This design comes from an exercise in tuning for small area, a short achievable clock period and few clock cycles on the open sky130 flow, not from production work.
Only simulation tests tie the RTL to the original design; equivalence was not proved.
Power and IR drop assume default switching activity.

==> delta <==
==> flow/design.v <==
package sse_pkg;
    typedef enum logic [1:0] {
        OP_INSERT  = 2'd0,
        OP_DELETE  = 2'd1,
        OP_ASCEND  = 2'd2,
        OP_DESCEND = 2'd3
    } op_t;
    typedef enum logic [2:0] {
        ST_INSERTED  = 3'd0,
        ST_DUPLICATE = 3'd1,
        ST_FULL      = 3'd2,
        ST_DELETED   = 3'd3,
        ST_NOT_FOUND = 3'd4,
        ST_LISTED    = 3'd5,
        ST_EMPTY     = 3'd6
    } status_t;
    localparam int VALUE_W = 32;
endpackage
module sorted_set_engine #(
    parameter int CAPACITY = 32
) (
    input  logic        aclk,
    input  logic        aresetn,
    input  logic        s_tvalid,
    output logic        s_tready,
    input  logic [31:0] s_tdata,    
    input  logic [1:0]  s_tuser,    
    output logic        m_tvalid,
    input  logic        m_tready,
    output logic [31:0] m_tdata,    
    output logic [2:0]  m_tuser,    
    output logic        m_tlast
);
    localparam int N  = CAPACITY;
    localparam int W  = sse_pkg::VALUE_W;
    localparam int OW = $clog2(CAPACITY + 1);
    localparam int PW = $clog2(CAPACITY);
    logic signed [W-1:0] row_reg [N];
    logic signed [W-1:0] row_next [N];
    logic [OW-1:0] occ_reg;
    logic [OW-1:0] occ_next;
    logic          a_valid;
    logic [1:0]    a_op;
    logic signed [W-1:0] a_val;
    logic          c_valid;
    logic [1:0]    c_op;
    logic signed [W-1:0] c_val;
    logic [N-1:0]  c_lt;      
    logic          c_dup;     
    logic [PW-1:0] c_ptr;     
    logic [PW-1:0] c_rem;     
    logic          o_valid;
    logic [W-1:0]  o_data;
    logic [2:0]    o_user;
    logic          o_last;
    logic          k_valid;
    logic [W-1:0]  k_data;
    logic [2:0]    k_user;
    logic          k_last;
    logic          rdy_reg;
    logic full;
    logic empty;
    logic fire;
    logic c_list;
    logic do_ins;
    logic do_del;
    logic c_last;
    logic c_done;
    logic a_move;
    logic accept;
    assign full   = (occ_reg == OW'(N));
    assign empty  = (occ_reg == '0);
    assign fire   = c_valid && !(o_valid && k_valid);
    assign c_list = c_op[1];
    assign do_ins = fire && (c_op == sse_pkg::OP_INSERT) && !c_dup && !full;
    assign do_del = fire && (c_op == sse_pkg::OP_DELETE) && c_dup;
    assign c_last = !c_list || empty || (c_rem == '0);
    assign c_done = fire && c_last;
    assign a_move = a_valid && (!c_valid || c_done);
    assign accept = s_tvalid && rdy_reg;
    for (genvar i = 0; i < N; i++) begin : g_row
        logic prev_lt;
        if (i == 0) begin : g_head
            assign prev_lt = 1'b1;
        end else begin : g_body
            assign prev_lt = c_lt[i-1];
        end
        always_comb begin
            row_next[i] = row_reg[i];
            if (do_ins && !c_lt[i]) begin
                if (prev_lt) begin
                    row_next[i] = c_val;
                end else if (i > 0) begin
                    row_next[i] = row_reg[(i > 0) ? i - 1 : 0];
                end
            end else if (do_del && !c_lt[i]) begin
                if (i < N - 1) begin
                    row_next[i] = row_reg[(i < N - 1) ? i + 1 : i];
                end
            end
        end
    end
    always_comb begin
        occ_next = occ_reg;
        if (do_ins) begin
            occ_next = occ_reg + OW'(1);
        end else if (do_del) begin
            occ_next = occ_reg - OW'(1);
        end
    end
    logic [W-1:0] rd_val;
    always_comb begin
        rd_val = '0;
        for (int i = 0; i < N; i++) begin
            if (c_ptr == PW'(i)) begin
                rd_val = rd_val | row_reg[i];
            end
        end
    end
    logic [W-1:0] r_data;
    logic [2:0]   r_user;
    logic         r_last;
    always_comb begin
        r_data = c_val;
        r_last = 1'b1;
        if (c_list) begin
            if (empty) begin
                r_user = sse_pkg::ST_EMPTY;
            end else begin
                r_user = sse_pkg::ST_LISTED;
                r_data = rd_val;
                r_last = (c_rem == '0);
            end
        end else if (c_op == sse_pkg::OP_INSERT) begin
            if (c_dup) begin
                r_user = sse_pkg::ST_DUPLICATE;
            end else if (full) begin
                r_user = sse_pkg::ST_FULL;
            end else begin
                r_user = sse_pkg::ST_INSERTED;
            end
        end else begin
            r_user = c_dup ? sse_pkg::ST_DELETED : sse_pkg::ST_NOT_FOUND;
        end
    end
    logic [N-1:0] lt_raw;
    logic [N-1:0] eq_raw;
    logic [N-1:0] lt_new;
    logic         dup_new;
    logic         ca_lt;
    logic         ca_eq;
    assign ca_lt = c_val < a_val;
    assign ca_eq = (c_val == a_val);
    for (genvar i = 0; i < N; i++) begin : g_cmp
        logic prev_lt;
        if (i == 0) begin : g_head
            assign prev_lt = 1'b1;
        end else begin : g_body
            assign prev_lt = c_lt[i-1];
        end
        assign lt_raw[i] = (OW'(i) < occ_reg) && (row_reg[i] < a_val);
        assign eq_raw[i] = (OW'(i) < occ_reg) && (row_reg[i] == a_val);
        always_comb begin
            lt_new[i] = lt_raw[i];
            if (do_ins && !c_lt[i]) begin
                if (prev_lt) begin
                    lt_new[i] = ca_lt;
                end else if (i > 0) begin
                    lt_new[i] = lt_raw[(i > 0) ? i - 1 : 0];
                end
            end else if (do_del && !c_lt[i]) begin
                if (i < N - 1) begin
                    lt_new[i] = lt_raw[(i < N - 1) ? i + 1 : i];
                end else begin
                    lt_new[i] = 1'b0;
                end
            end
        end
    end
    assign dup_new = ((|eq_raw) && !(do_del && ca_eq)) || (do_ins && ca_eq);
    logic          a_valid_n;
    logic          c_valid_n;
    logic [1:0]    c_op_n;
    logic [PW-1:0] c_rem_n;
    logic          o_valid_n;
    logic          k_valid_n;
    logic          pop;
    logic          fire_n;
    logic          c_last_n;
    logic          rdy_n;
    logic [PW-1:0] occ_m1;
    assign pop    = o_valid && m_tready;
    assign occ_m1 = PW'(occ_next - OW'(1));
    always_comb begin
        a_valid_n = accept || (a_valid && !a_move);
        c_valid_n = a_move || (c_valid && !c_done);
        c_op_n    = a_move ? a_op : c_op;
        c_rem_n   = a_move ? occ_m1 : ((fire && c_list) ? c_rem - PW'(1) : c_rem);
        if (!o_valid) begin
            o_valid_n = fire;
            k_valid_n = 1'b0;
        end else if (!k_valid) begin
            o_valid_n = fire || !pop;
            k_valid_n = fire && !pop;
        end else begin
            o_valid_n = 1'b1;
            k_valid_n = !pop;
        end
        fire_n   = c_valid_n && !(o_valid_n && k_valid_n);
        c_last_n = !c_op_n[1] || (occ_next == '0) || (c_rem_n == '0);
        rdy_n    = !a_valid_n || (!c_valid_n || (fire_n && c_last_n));
    end
    always_ff @(posedge aclk) begin
        for (int k = 0; k < N; k++) begin
            row_reg[k] <= row_next[k];
        end
        if (accept) begin
            a_op  <= s_tuser;
            a_val <= s_tdata;
        end
        if (a_move) begin
            c_op  <= a_op;
            c_val <= a_val;
            c_lt  <= lt_new;
            c_dup <= dup_new;
            c_ptr <= a_op[0] ? occ_m1 : '0;
        end else if (fire && c_list) begin
            c_ptr <= c_op[0] ? c_ptr - PW'(1) : c_ptr + PW'(1);
        end
        c_rem <= c_rem_n;
        if (!o_valid || pop) begin
            if (k_valid) begin
                o_data <= k_data;
                o_user <= k_user;
                o_last <= k_last;
            end else begin
                o_data <= r_data;
                o_user <= r_user;
                o_last <= r_last;
            end
        end
        if (!k_valid) begin
            k_data <= r_data;
            k_user <= r_user;
            k_last <= r_last;
        end
    end
    always_ff @(posedge aclk) begin
        if (!aresetn) begin
            occ_reg <= '0;
            a_valid <= 1'b0;
            c_valid <= 1'b0;
            o_valid <= 1'b0;
            k_valid <= 1'b0;
            rdy_reg <= 1'b1;
        end else begin
            occ_reg <= occ_next;
            a_valid <= a_valid_n;
            c_valid <= c_valid_n;
            o_valid <= o_valid_n;
            k_valid <= k_valid_n;
            rdy_reg <= rdy_n;
        end
    end
    assign s_tready = rdy_reg;
    assign m_tvalid = o_valid;
    assign m_tdata  = o_data;
    assign m_tuser  = o_user;
    assign m_tlast  = o_last;
endmodule
==> flow/run.sh <==
#!/bin/bash
# synth_recipe.tcl (not shown) runs the flow's synth.tcl, then flattens the netlist and writes it again
# the make line also repeats each setting of config.mk as NAME=value (left out here)
make -C /OpenROAD-flow-scripts/flow DESIGN_CONFIG=/design/flow/config.mk WORK_HOME=/design/flow/orfs CLKGATE_MAP_FILE= SYNTH_SCRIPT=/design/flow/synth_recipe.tcl finish
==> flow/config.mk <==
export PLATFORM = sky130hd
export DESIGN_NAME = sorted_set_engine
export DESIGN_NICKNAME = sorted_set_engine
export VERILOG_FILES = /design/flow/design.v
export SDC_FILE = /design/flow/constraint.sdc
export NUM_CORES = 4
export LEC_CHECK = 0
export CAP_MARGIN = 20
export CORE_MARGIN = 2
export CORE_UTILIZATION = 45
export PLACE_DENSITY = 0.55
export SETUP_SLACK_MARGIN = 3.0
export SLEW_MARGIN = 20
==> flow/constraint.sdc <==
create_clock -name core_clock -period 6.0 [get_ports {aclk}]
set_input_delay 1.2000 -clock core_clock [delete_from_list [all_inputs] [get_ports {aclk}]]
set_output_delay 1.2000 -clock core_clock [all_outputs]
set_load 0.01 [all_outputs]
==> juniper: changes against delta <==
Settings changed: CORE_UTILIZATION 45 to 30, PLACE_DENSITY 0.55 to 0.35, SETUP_SLACK_MARGIN 3.0 to default.
==> comparison <==
- Between delta and juniper, the lower clock skew is in delta (gap 0.0074 ns).
- Power: juniper is larger than delta (0.52%).
- Between juniper and delta, the lower maximum frequency is in juniper (gap 23%, measured against delta).
- Against delta, the routed wire length of juniper is larger by 3.8%.
- Between juniper and delta, the lower via count is in juniper (gap about 10%, measured against delta).
- Of delta and juniper, delta has the higher utilization (gap 21 points).
- Between delta and juniper, the lower non-clock buffer count is in juniper (gap 449).
- Setup slack: juniper is lower than delta (1.2 ns).
Testbench counts of delta, summed over its fixed seeds: cycles 12,075.
Testbench counts of juniper, summed over its fixed seeds: cycles 12,075.


==> run a: inputs <==
sorted_set_engine, a different RTL version from the one above (not shown whole).
make LEC_CHECK=0 CAP_MARGIN=20 CORE_MARGIN=2 CORE_UTILIZATION=40 PLACE_DENSITY=0.5 SETUP_SLACK_MARGIN=3.0 SLEW_MARGIN=20 finish   # period 6.0 ns
run.sh (not shown) runs the stock make flow with config.mk's settings and CLKGATE_MAP_FILE= SYNTH_SCRIPT=/design/flow/synth_recipe.tcl, a recipe that flattens the netlist after the stock synthesis.
==> inputs of run b, as changes to run a <==
==> flow/design.v, changed modules only <==
module sorted_set_engine #(
    parameter int CAPACITY = 32
) (
    input  logic        aclk,
    input  logic        aresetn,
    input  logic        s_tvalid,
    output logic        s_tready,
    input  logic [31:0] s_tdata,    
    input  logic [1:0]  s_tuser,    
    output logic        m_tvalid,
    input  logic        m_tready,
    output logic [31:0] m_tdata,    
    output logic [2:0]  m_tuser,    
    output logic        m_tlast
);
    localparam int N  = CAPACITY;
    localparam int W  = sse_pkg::VALUE_W;
    localparam int OW = $clog2(CAPACITY + 1);
    localparam int PW = $clog2(CAPACITY);
    localparam int NG = 4;           
    localparam int GS = N / NG;
    localparam int GW = $clog2(GS + 1);
    logic signed [W-1:0] slot_reg [N];
    logic [PW-1:0]       rank_reg [N];
    logic [N-1:0]        valid_reg;
    logic [N-1:0]        valid_next;
    logic [OW-1:0]       occ_reg;
    logic [OW-1:0]       occ_next;
    logic                a_valid;
    logic [1:0]          a_op;
    logic signed [W-1:0] a_val;
    logic                c_valid;
    logic [1:0]          c_op;
    logic signed [W-1:0] c_val;
    logic [N-1:0]        c_lt_raw;   
    logic [N-1:0]        c_eq_raw;   
    logic                c_plt;      
    logic                c_peq;      
    logic [N-1:0]        c_pwr;      
    logic [PW-1:0]       c_pos;      
    logic [PW-1:0]       c_rem;      
    logic                rk_pend;    
    logic [N-1:0]        rk_step;    
    logic                rk_up;      
    logic                pr_valid;   
    logic                pr_valid2;  
    logic [N-1:0]        pr_slot;
    logic [GW-1:0]       pr_cnt [NG];
    logic                o_valid;
    logic [W-1:0]        o_data;
    logic [2:0]          o_user;
    logic                o_last;
    logic                k_valid;
    logic [W-1:0]        k_data;
    logic [2:0]          k_user;
    logic                k_last;
    logic                rdy_reg;
    logic [N-1:0] c_lt;
    logic [N-1:0] c_eq;
    logic         c_dup;
    logic         full;
    logic         empty;
    logic         fire;
    logic         c_list;
    logic         c_ins;
    logic         do_ins;
    logic         do_del;
    logic         c_last;
    logic         c_done;
    logic         accept;
    logic         a_move;
    for (genvar i = 0; i < N; i++) begin : g_mask
        assign c_lt[i] = valid_reg[i] && (c_pwr[i] ? c_plt : c_lt_raw[i]);
        assign c_eq[i] = valid_reg[i] && (c_pwr[i] ? c_peq : c_eq_raw[i]);
    end
    assign full   = (occ_reg == OW'(N));
    assign empty  = (occ_reg == '0);
    assign c_list = c_op[1];
    assign c_ins  = (c_op == sse_pkg::OP_INSERT);
    assign c_dup  = |c_eq;
    assign fire   = c_valid && !(o_valid && k_valid) && !(c_list && (rk_pend || pr_valid2));
    assign do_ins = fire && c_ins && !c_dup && !full;
    assign do_del = fire && (c_op == sse_pkg::OP_DELETE) && c_dup;
    assign c_last = !c_list || empty || (c_rem == '0);
    assign c_done = fire && c_last;
    assign accept = s_tvalid && rdy_reg;
    assign a_move = a_valid && (!c_valid || c_done);
    logic [N-1:0] free_1h;
    logic [N-1:0] wr;
    always_comb begin
        logic seen;
        seen = 1'b0;
        for (int i = 0; i < N; i++) begin
            free_1h[i] = !valid_reg[i] && !seen;
            seen       = seen || !valid_reg[i];
        end
    end
    assign wr = do_ins ? free_1h : '0;
    always_comb begin
        for (int i = 0; i < N; i++) begin
            valid_next[i] = (valid_reg[i] && !(do_del && c_eq[i])) || wr[i];
        end
    end
    always_comb begin
        occ_next = occ_reg;
        if (do_ins) begin
            occ_next = occ_reg + OW'(1);
        end else if (do_del) begin
            occ_next = occ_reg - OW'(1);
        end
    end
    logic [GW-1:0] grp_cnt [NG];
    for (genvar g = 0; g < NG; g++) begin : g_grp
        logic [1:0] s2 [4];
        logic [2:0] s3 [2];
        for (genvar k = 0; k < 4; k++) begin : g_s2
            assign s2[k] = {1'b0, c_lt[g*GS + 2*k]} + {1'b0, c_lt[g*GS + 2*k + 1]};
        end
        assign s3[0] = {1'b0, s2[0]} + {1'b0, s2[1]};
        assign s3[1] = {1'b0, s2[2]} + {1'b0, s2[3]};
        assign grp_cnt[g] = {1'b0, s3[0]} + {1'b0, s3[1]};
    end
    logic [PW-1:0] pr_sum;
    assign pr_sum = (PW'(pr_cnt[0]) + PW'(pr_cnt[1])) + (PW'(pr_cnt[2]) + PW'(pr_cnt[3]));
    logic [PW-1:0] rank_step [N];
    logic [PW-1:0] rank_next [N];
    always_comb begin
        for (int i = 0; i < N; i++) begin
            rank_step[i] = rk_step[i] ? (rk_up ? rank_reg[i] + PW'(1) : rank_reg[i] - PW'(1))
                                      : rank_reg[i];
            rank_next[i] = (pr_valid && pr_slot[i]) ? pr_sum : rank_step[i];
        end
    end
    logic [N-1:0] step_next;
    assign step_next = (do_ins || do_del) ? (~c_lt & (c_ins ? valid_reg : ~c_eq & valid_reg)) : '0;
    logic [N-1:0] rd_sel;
    logic [W-1:0] rd_val;
    always_comb begin
        rd_val = '0;
        for (int i = 0; i < N; i++) begin
            if (rd_sel[i]) begin
                rd_val = rd_val | slot_reg[i];
            end
        end
    end
    logic [W-1:0] r_data;
    logic [2:0]   r_user;
    logic         r_last;
    always_comb begin
        r_data = c_val;
        r_last = 1'b1;
        if (c_list) begin
            if (empty) begin
                r_user = sse_pkg::ST_EMPTY;
            end else begin
                r_user = sse_pkg::ST_LISTED;
                r_data = rd_val;
                r_last = (c_rem == '0);
            end
        end else if (c_ins) begin
            if (c_dup) begin
                r_user = sse_pkg::ST_DUPLICATE;
            end else if (full) begin
                r_user = sse_pkg::ST_FULL;
            end else begin
                r_user = sse_pkg::ST_INSERTED;
            end
        end else begin
            r_user = c_dup ? sse_pkg::ST_DELETED : sse_pkg::ST_NOT_FOUND;
        end
    end
    logic [N-1:0] lt_raw;
    logic [N-1:0] eq_raw;
    logic         plt_raw;
    logic         peq_raw;
    for (genvar i = 0; i < N; i++) begin : g_cmp
        assign lt_raw[i] = (slot_reg[i] < a_val);
        assign eq_raw[i] = (slot_reg[i] == a_val);
    end
    assign plt_raw = (c_val < a_val);
    assign peq_raw = (c_val == a_val);
    logic          a_valid_n;
    logic          c_valid_n;
    logic          c_free_n;
    logic [PW-1:0] c_rem_n;
    logic [PW-1:0] c_pos_n;
    logic [PW-1:0] c_pos_f;    
    logic          o_valid_n;
    logic          k_valid_n;
    logic          pop;
    logic          rdy_n;
    logic [PW-1:0] occ_m1;
    logic          q_full_n;
    logic          occ_le1;
    assign pop     = o_valid && m_tready;
    assign occ_m1  = do_ins ? PW'(occ_reg) : (do_del ? PW'(occ_reg - OW'(2)) : PW'(occ_reg - OW'(1)));
    assign occ_le1 = (occ_reg <= OW'(1));
    always_comb begin
        a_valid_n = accept || (a_valid && !a_move);
        c_valid_n = a_move || (c_valid && !c_done);
        c_rem_n   = a_move ? occ_m1 : ((fire && c_list) ? c_rem - PW'(1) : c_rem);
        if (a_move) begin
            c_pos_n = a_op[0] ? occ_m1 : '0;
            c_pos_f = a_op[0] ? PW'(occ_reg - OW'(1)) : '0;
        end else if (fire && c_list) begin
            c_pos_n = c_op[0] ? c_pos - PW'(1) : c_pos + PW'(1);
            c_pos_f = c_pos_n;
        end else begin
            c_pos_n = c_pos;
            c_pos_f = c_pos;
        end
        if (!o_valid) begin
            o_valid_n = fire;
            k_valid_n = 1'b0;
        end else if (!k_valid) begin
            o_valid_n = fire || !pop;
            k_valid_n = fire && !pop;
        end else begin
            o_valid_n = 1'b1;
            k_valid_n = !pop;
        end
        q_full_n = o_valid_n && k_valid_n;
        if (a_move) begin
            c_free_n = !q_full_n && (!a_op[1] || (!(do_ins || do_del) && !pr_valid && occ_le1));
        end else if (c_valid && !c_done) begin
            c_free_n = !q_full_n && (!c_list || ((empty || (c_rem_n == '0)) && !pr_valid));
        end else begin
            c_free_n = 1'b1;
        end
        rdy_n = !a_valid_n || c_free_n;
    end
    always_ff @(posedge aclk) begin
        for (int i = 0; i < N; i++) begin
            if (!valid_reg[i]) begin
                slot_reg[i] <= c_val;
            end
            rank_reg[i] <= rank_next[i];
            rd_sel[i]   <= valid_reg[i] && (rank_step[i] == c_pos_f);
        end
        c_pos <= c_pos_n;
        if (accept) begin
            a_op  <= s_tuser;
            a_val <= s_tdata;
        end
        if (a_move) begin
            c_op     <= a_op;
            c_val    <= a_val;
            c_lt_raw <= lt_raw;
            c_eq_raw <= eq_raw;
            c_plt    <= plt_raw;
            c_peq    <= peq_raw;
            c_pwr    <= wr;
        end
        c_rem   <= c_rem_n;
        rk_step <= step_next;
        rk_up   <= c_ins;
        pr_slot <= free_1h;
        for (int g = 0; g < NG; g++) begin
            pr_cnt[g] <= grp_cnt[g];
        end
        if (!o_valid || pop) begin
            if (k_valid) begin
                o_data <= k_data;
                o_user <= k_user;
                o_last <= k_last;
            end else begin
                o_data <= r_data;
                o_user <= r_user;
                o_last <= r_last;
            end
        end
        if (!k_valid) begin
            k_data <= r_data;
            k_user <= r_user;
            k_last <= r_last;
        end
    end
    always_ff @(posedge aclk) begin
        if (!aresetn) begin
            valid_reg <= '0;
            occ_reg   <= '0;
            a_valid   <= 1'b0;
            c_valid   <= 1'b0;
            o_valid   <= 1'b0;
            k_valid   <= 1'b0;
            rk_pend   <= 1'b0;
            pr_valid  <= 1'b0;
            pr_valid2 <= 1'b0;
            rdy_reg   <= 1'b1;
        end else begin
            valid_reg <= valid_next;
            occ_reg   <= occ_next;
            a_valid   <= a_valid_n;
            c_valid   <= c_valid_n;
            o_valid   <= o_valid_n;
            k_valid   <= k_valid_n;
            rk_pend   <= do_ins || do_del;
            pr_valid  <= do_ins;
            pr_valid2 <= pr_valid;
            rdy_reg   <= rdy_n;
        end
    end
    assign s_tready = rdy_reg;
    assign m_tvalid = o_valid;
    assign m_tdata  = o_data;
    assign m_tuser  = o_user;
    assign m_tlast  = o_last;
endmodule
==> flow/config.mk (replaced) <==
export PLATFORM = sky130hd
export DESIGN_NAME = sorted_set_engine
export DESIGN_NICKNAME = sorted_set_engine
export VERILOG_FILES = /design/flow/design.v
export SDC_FILE = /design/flow/constraint.sdc
export NUM_CORES = 4
export LEC_CHECK = 0
export CAP_MARGIN = 20
export CORE_MARGIN = 2
export CORE_UTILIZATION = 45
export PLACE_DENSITY = 0.55
export SETUP_SLACK_MARGIN = 3.0
export SLEW_MARGIN = 20
==> inputs of run c, as changes to run a <==
==> flow/design.v, changed modules only <==
module sorted_set_engine #(
    parameter int CAPACITY = 32
) (
    input  logic        aclk,
    input  logic        aresetn,
    input  logic        s_tvalid,
    output logic        s_tready,
    input  logic [31:0] s_tdata,    
    input  logic [1:0]  s_tuser,    
    output logic        m_tvalid,
    input  logic        m_tready,
    output logic [31:0] m_tdata,    
    output logic [2:0]  m_tuser,    
    output logic        m_tlast
);
    localparam int N  = CAPACITY;
    localparam int W  = sse_pkg::VALUE_W;
    localparam int OW = $clog2(CAPACITY + 1);
    localparam int PW = $clog2(CAPACITY);
    logic signed [W-1:0] slot_reg [N];
    logic [PW-1:0]       rank_reg [N];
    logic [N-1:0]        valid_reg;
    logic [N-1:0]        valid_next;
    logic [OW-1:0]       occ_reg;
    logic [OW-1:0]       occ_next;
    logic                c_valid;
    logic [1:0]          c_op;
    logic signed [W-1:0] c_val;
    logic [N-1:0]        c_lt;      
    logic [N-1:0]        c_eq;      
    logic                c_dup;     
    logic [PW-1:0]       c_pos;     
    logic [PW-1:0]       c_rem;     
    logic                pr_valid;
    logic [N-1:0]        pr_slot;
    logic [3:0]          pr_cnt [4];
    logic                o_valid;
    logic [W-1:0]        o_data;
    logic [2:0]          o_user;
    logic                o_last;
    logic                k_valid;
    logic [W-1:0]        k_data;
    logic [2:0]          k_user;
    logic                k_last;
    logic                rdy_reg;
    logic full;
    logic empty;
    logic fire;
    logic c_list;
    logic do_ins;
    logic do_del;
    logic c_last;
    logic c_done;
    logic accept;
    logic signed [W-1:0] a_val;      
    assign full   = (occ_reg == OW'(N));
    assign empty  = (occ_reg == '0);
    assign c_list = c_op[1];
    assign c_dup  = |c_eq;
    assign fire   = c_valid && !(o_valid && k_valid) && !(c_list && pr_valid);
    assign do_ins = fire && (c_op == sse_pkg::OP_INSERT) && !c_dup && !full;
    assign do_del = fire && (c_op == sse_pkg::OP_DELETE) && c_dup;
    assign c_last = !c_list || empty || (c_rem == '0);
    assign c_done = fire && c_last;
    assign accept = s_tvalid && rdy_reg;
    assign a_val  = s_tdata;
    logic [N-1:0] free_1h;
    logic [N-1:0] wr;
    always_comb begin
        logic seen;
        seen = 1'b0;
        for (int i = 0; i < N; i++) begin
            free_1h[i] = !valid_reg[i] && !seen;
            seen       = seen || !valid_reg[i];
        end
    end
    assign wr = do_ins ? free_1h : '0;
    logic [3:0] grp_cnt [4];
    for (genvar g = 0; g < 4; g++) begin : g_grp
        logic [7:0] x;
        logic [1:0] s2 [4];
        logic [2:0] s3 [2];
        assign x = c_lt[g*8 +: 8];
        for (genvar k = 0; k < 4; k++) begin : g_s2
            assign s2[k] = {1'b0, x[2*k]} + {1'b0, x[2*k+1]};
        end
        assign s3[0] = {1'b0, s2[0]} + {1'b0, s2[1]};
        assign s3[1] = {1'b0, s2[2]} + {1'b0, s2[3]};
        assign grp_cnt[g] = {1'b0, s3[0]} + {1'b0, s3[1]};
    end
    logic          pr_inc;
    logic          pr_dec;
    logic [PW-1:0] pr_sum;
    logic [PW-1:0] pr_rank;
    assign pr_inc  = do_ins && |(pr_slot & ~c_lt);
    assign pr_dec  = do_del && |(pr_slot & ~c_lt & ~c_eq);
    assign pr_sum  = (PW'(pr_cnt[0]) + PW'(pr_cnt[1])) + (PW'(pr_cnt[2]) + PW'(pr_cnt[3]));
    assign pr_rank = pr_inc ? pr_sum + PW'(1) : (pr_dec ? pr_sum - PW'(1) : pr_sum);
    always_comb begin
        for (int i = 0; i < N; i++) begin
            valid_next[i] = (valid_reg[i] && !(do_del && c_eq[i])) || wr[i];
        end
    end
    always_comb begin
        occ_next = occ_reg;
        if (do_ins) begin
            occ_next = occ_reg + OW'(1);
        end else if (do_del) begin
            occ_next = occ_reg - OW'(1);
        end
    end
    logic [W-1:0] rd_val;
    always_comb begin
        rd_val = '0;
        for (int i = 0; i < N; i++) begin
            if (valid_reg[i] && (rank_reg[i] == c_pos)) begin
                rd_val = rd_val | slot_reg[i];
            end
        end
    end
    logic [W-1:0] r_data;
    logic [2:0]   r_user;
    logic         r_last;
    always_comb begin
        r_data = c_val;
        r_last = 1'b1;
        if (c_list) begin
            if (empty) begin
                r_user = sse_pkg::ST_EMPTY;
            end else begin
                r_user = sse_pkg::ST_LISTED;
                r_data = rd_val;
                r_last = (c_rem == '0);
            end
        end else if (c_op == sse_pkg::OP_INSERT) begin
            if (c_dup) begin
                r_user = sse_pkg::ST_DUPLICATE;
            end else if (full) begin
                r_user = sse_pkg::ST_FULL;
            end else begin
                r_user = sse_pkg::ST_INSERTED;
            end
        end else begin
            r_user = c_dup ? sse_pkg::ST_DELETED : sse_pkg::ST_NOT_FOUND;
        end
    end
    logic [N-1:0] lt_new;
    logic [N-1:0] eq_new;
    logic         ca_lt;
    logic         ca_eq;
    assign ca_lt = c_val < a_val;
    assign ca_eq = (c_val == a_val);
    for (genvar i = 0; i < N; i++) begin : g_cmp
        logic lt_raw;
        logic eq_raw;
        assign lt_raw    = (slot_reg[i] < a_val);
        assign eq_raw    = (slot_reg[i] == a_val);
        assign lt_new[i] = valid_next[i] && (wr[i] ? ca_lt : lt_raw);
        assign eq_new[i] = valid_next[i] && (wr[i] ? ca_eq : eq_raw);
    end
    logic          c_valid_n;
    logic [1:0]    c_op_n;
    logic [PW-1:0] c_rem_n;
    logic          o_valid_n;
    logic          k_valid_n;
    logic          pop;
    logic          fire_n;
    logic          c_last_n;
    logic          rdy_n;
    logic [PW-1:0] occ_m1;
    assign pop    = o_valid && m_tready;
    assign occ_m1 = PW'(occ_next - OW'(1));
    always_comb begin
        c_valid_n = accept || (c_valid && !c_done);
        c_op_n    = accept ? s_tuser : c_op;
        c_rem_n   = accept ? occ_m1 : ((fire && c_list) ? c_rem - PW'(1) : c_rem);
        if (!o_valid) begin
            o_valid_n = fire;
            k_valid_n = 1'b0;
        end else if (!k_valid) begin
            o_valid_n = fire || !pop;
            k_valid_n = fire && !pop;
        end else begin
            o_valid_n = 1'b1;
            k_valid_n = !pop;
        end
        fire_n   = c_valid_n && !(o_valid_n && k_valid_n) && !(c_op_n[1] && do_ins);
        c_last_n = !c_op_n[1] || (occ_next == '0) || (c_rem_n == '0);
        rdy_n    = !c_valid_n || (fire_n && c_last_n);
    end
    always_ff @(posedge aclk) begin
        for (int i = 0; i < N; i++) begin
            if (!valid_reg[i]) begin
                slot_reg[i] <= c_val;
            end
            if (pr_valid && pr_slot[i]) begin
                rank_reg[i] <= pr_rank;
            end else if (do_ins && valid_reg[i] && !c_lt[i]) begin
                rank_reg[i] <= rank_reg[i] + PW'(1);
            end else if (do_del && valid_reg[i] && !c_lt[i] && !c_eq[i]) begin
                rank_reg[i] <= rank_reg[i] - PW'(1);
            end
        end
        if (accept) begin
            c_op  <= s_tuser;
            c_val <= a_val;
            c_lt  <= lt_new;
            c_eq  <= eq_new;
            c_pos <= s_tuser[0] ? occ_m1 : '0;
        end else if (fire && c_list) begin
            c_pos <= c_op[0] ? c_pos - PW'(1) : c_pos + PW'(1);
        end
        c_rem <= c_rem_n;
        pr_slot <= free_1h;
        for (int g = 0; g < 4; g++) begin
            pr_cnt[g] <= grp_cnt[g];
        end
        if (!o_valid || pop) begin
            if (k_valid) begin
                o_data <= k_data;
                o_user <= k_user;
                o_last <= k_last;
            end else begin
                o_data <= r_data;
                o_user <= r_user;
                o_last <= r_last;
            end
        end
        if (!k_valid) begin
            k_data <= r_data;
            k_user <= r_user;
            k_last <= r_last;
        end
    end
    always_ff @(posedge aclk) begin
        if (!aresetn) begin
            valid_reg <= '0;
            occ_reg   <= '0;
            c_valid   <= 1'b0;
            o_valid   <= 1'b0;
            k_valid   <= 1'b0;
            pr_valid  <= 1'b0;
            rdy_reg   <= 1'b1;
        end else begin
            valid_reg <= valid_next;
            occ_reg   <= occ_next;
            c_valid   <= c_valid_n;
            o_valid   <= o_valid_n;
            k_valid   <= k_valid_n;
            pr_valid  <= do_ins;
            rdy_reg   <= rdy_n;
        end
    end
    assign s_tready = rdy_reg;
    assign m_tvalid = o_valid;
    assign m_tdata  = o_data;
    assign m_tuser  = o_user;
    assign m_tlast  = o_last;
endmodule
==> qor summary <==
quantity	run c	run a	run b
Fraction of met2 tracks used by global routing	59.8%	62.6%	57.8%
Met3 Wirelength	62,100 µm	51,500 µm	62,100 µm
Largest stage delay on the critical path	0.55 ns	0.42 ns	0.55 ns
Total of fill cells in the finished design	17,300	17,700	16,100
Summed area of non-filler cells in the final layout	112,000 µm²	115,000 µm²	108,000 µm²
Number of sequential cells in the layout	1,455	1,523	1,591
FF/Latch Area	42,400 µm²	44,100 µm²	44,200 µm²
Number of flops mapped to enable cells by yosys	1,322	1,357	1,226
Layout cell share with drive strength beyond 1	29.4%	30.8%	20.4%
Multi-input comb cells	5,027	4,933	5,197
Mux share of post-synthesis cell area	0.740%	1.66%	2.38%
Worst-case reg-to-reg path depth	14	12	12
Worst EP arrival	4.14 ns	4.19 ns	4.10 ns
Cell internal pwr	26.4 mW	21.6 mW	21.4 mW
Routed vias	72,600	72,200	72,500
Number of well taps	2,788	2,821	2,526
Clock group total power	11.1 mW	11.8 mW	11.9 mW
CP Max Fanout	7	6	8
GRT Resource Usage Total	42.4%	43.0%	42.4%
Met1 usage	52.8%	53.0%	57.6%
End point of the critical path	c_lt[20]	c_lt_raw[31]	pr_cnt[2][2]
Area enclosed by the die boundary	212,000 µm²	217,000 µm²	198,000 µm²
Share of power burned in the clock network	25.5%	38.1%	39.8%
Antenna violations before repair	30	33	29
Status	timing/DRC/antenna clean	timing/DRC/antenna clean	timing/DRC/antenna clean
Capture instance of the worst register-to-register path	rank_reg[10][4]	o_data[0]	pr_cnt[2][2]
Power per standard cell area	388 nW/µm²	270 nW/µm²	278 nW/µm²
Testbench counts of run a, summed over its fixed seeds: cycles 12,248.
Testbench counts of run b, summed over its fixed seeds: cycles 12,374.
Testbench counts of run c, summed over its fixed seeds: cycles 12,158.

## static timing again, ports no longer ideal
How much do the figures lean on ideal ports? The routed layouts below were timed once more, with nothing changed but the port constraints.
Step 1 (the two cells are an assumption about what drives the block):
set clk [get_ports {aclk}]
set_driving_cell -lib_cell sky130_fd_sc_hd__clkbuf_16 $clk
set_driving_cell -lib_cell sky130_fd_sc_hd__buf_2 [delete_from_list [all_inputs] $clk]
Step 2 times the ports against the registers' clock, not the clock port: input delays grow and output delays shrink by t, the midpoint of the rising clock arrivals with the driver on.
a / b / c = ideal / step 1 / step 2; a / b = the first two.
| run | shift t [ns] | setup slack, ns | worst setup path at the end | latest minus earliest clock arrival (ns) | worst register clock-pin slew, ns |
|---|---|---|---|---|---|
| delta | 0.935 | 2.039 / 2.039 / 2.039 | register to register | 0.038 / 0.038 | 0.07 / 0.07 |
| juniper | 0.977 | 0.843 / 0.843 / 0.843 | register to register | 0.056 / 0.055 | 0.07 / 0.07 |
| run a | 0.959 | 2.424 / 2.472 / 1.513 | input to register | 0.046 / 0.046 | 0.07 / 0.07 |
| run b | 0.932 | 2.637 / 2.637 / 2.637 | register to register | 0.060 / 0.060 | 0.07 / 0.07 |
| run c | 0.941 | 2.467 / 2.479 / 1.558 | input to register | 0.035 / 0.036 | 0.07 / 0.07 |
After both steps setup and hold are still met in every run listed. The setup slack of run a, which loses most, moves by +0.048 ns with the drivers and by -0.911 ns with both steps.
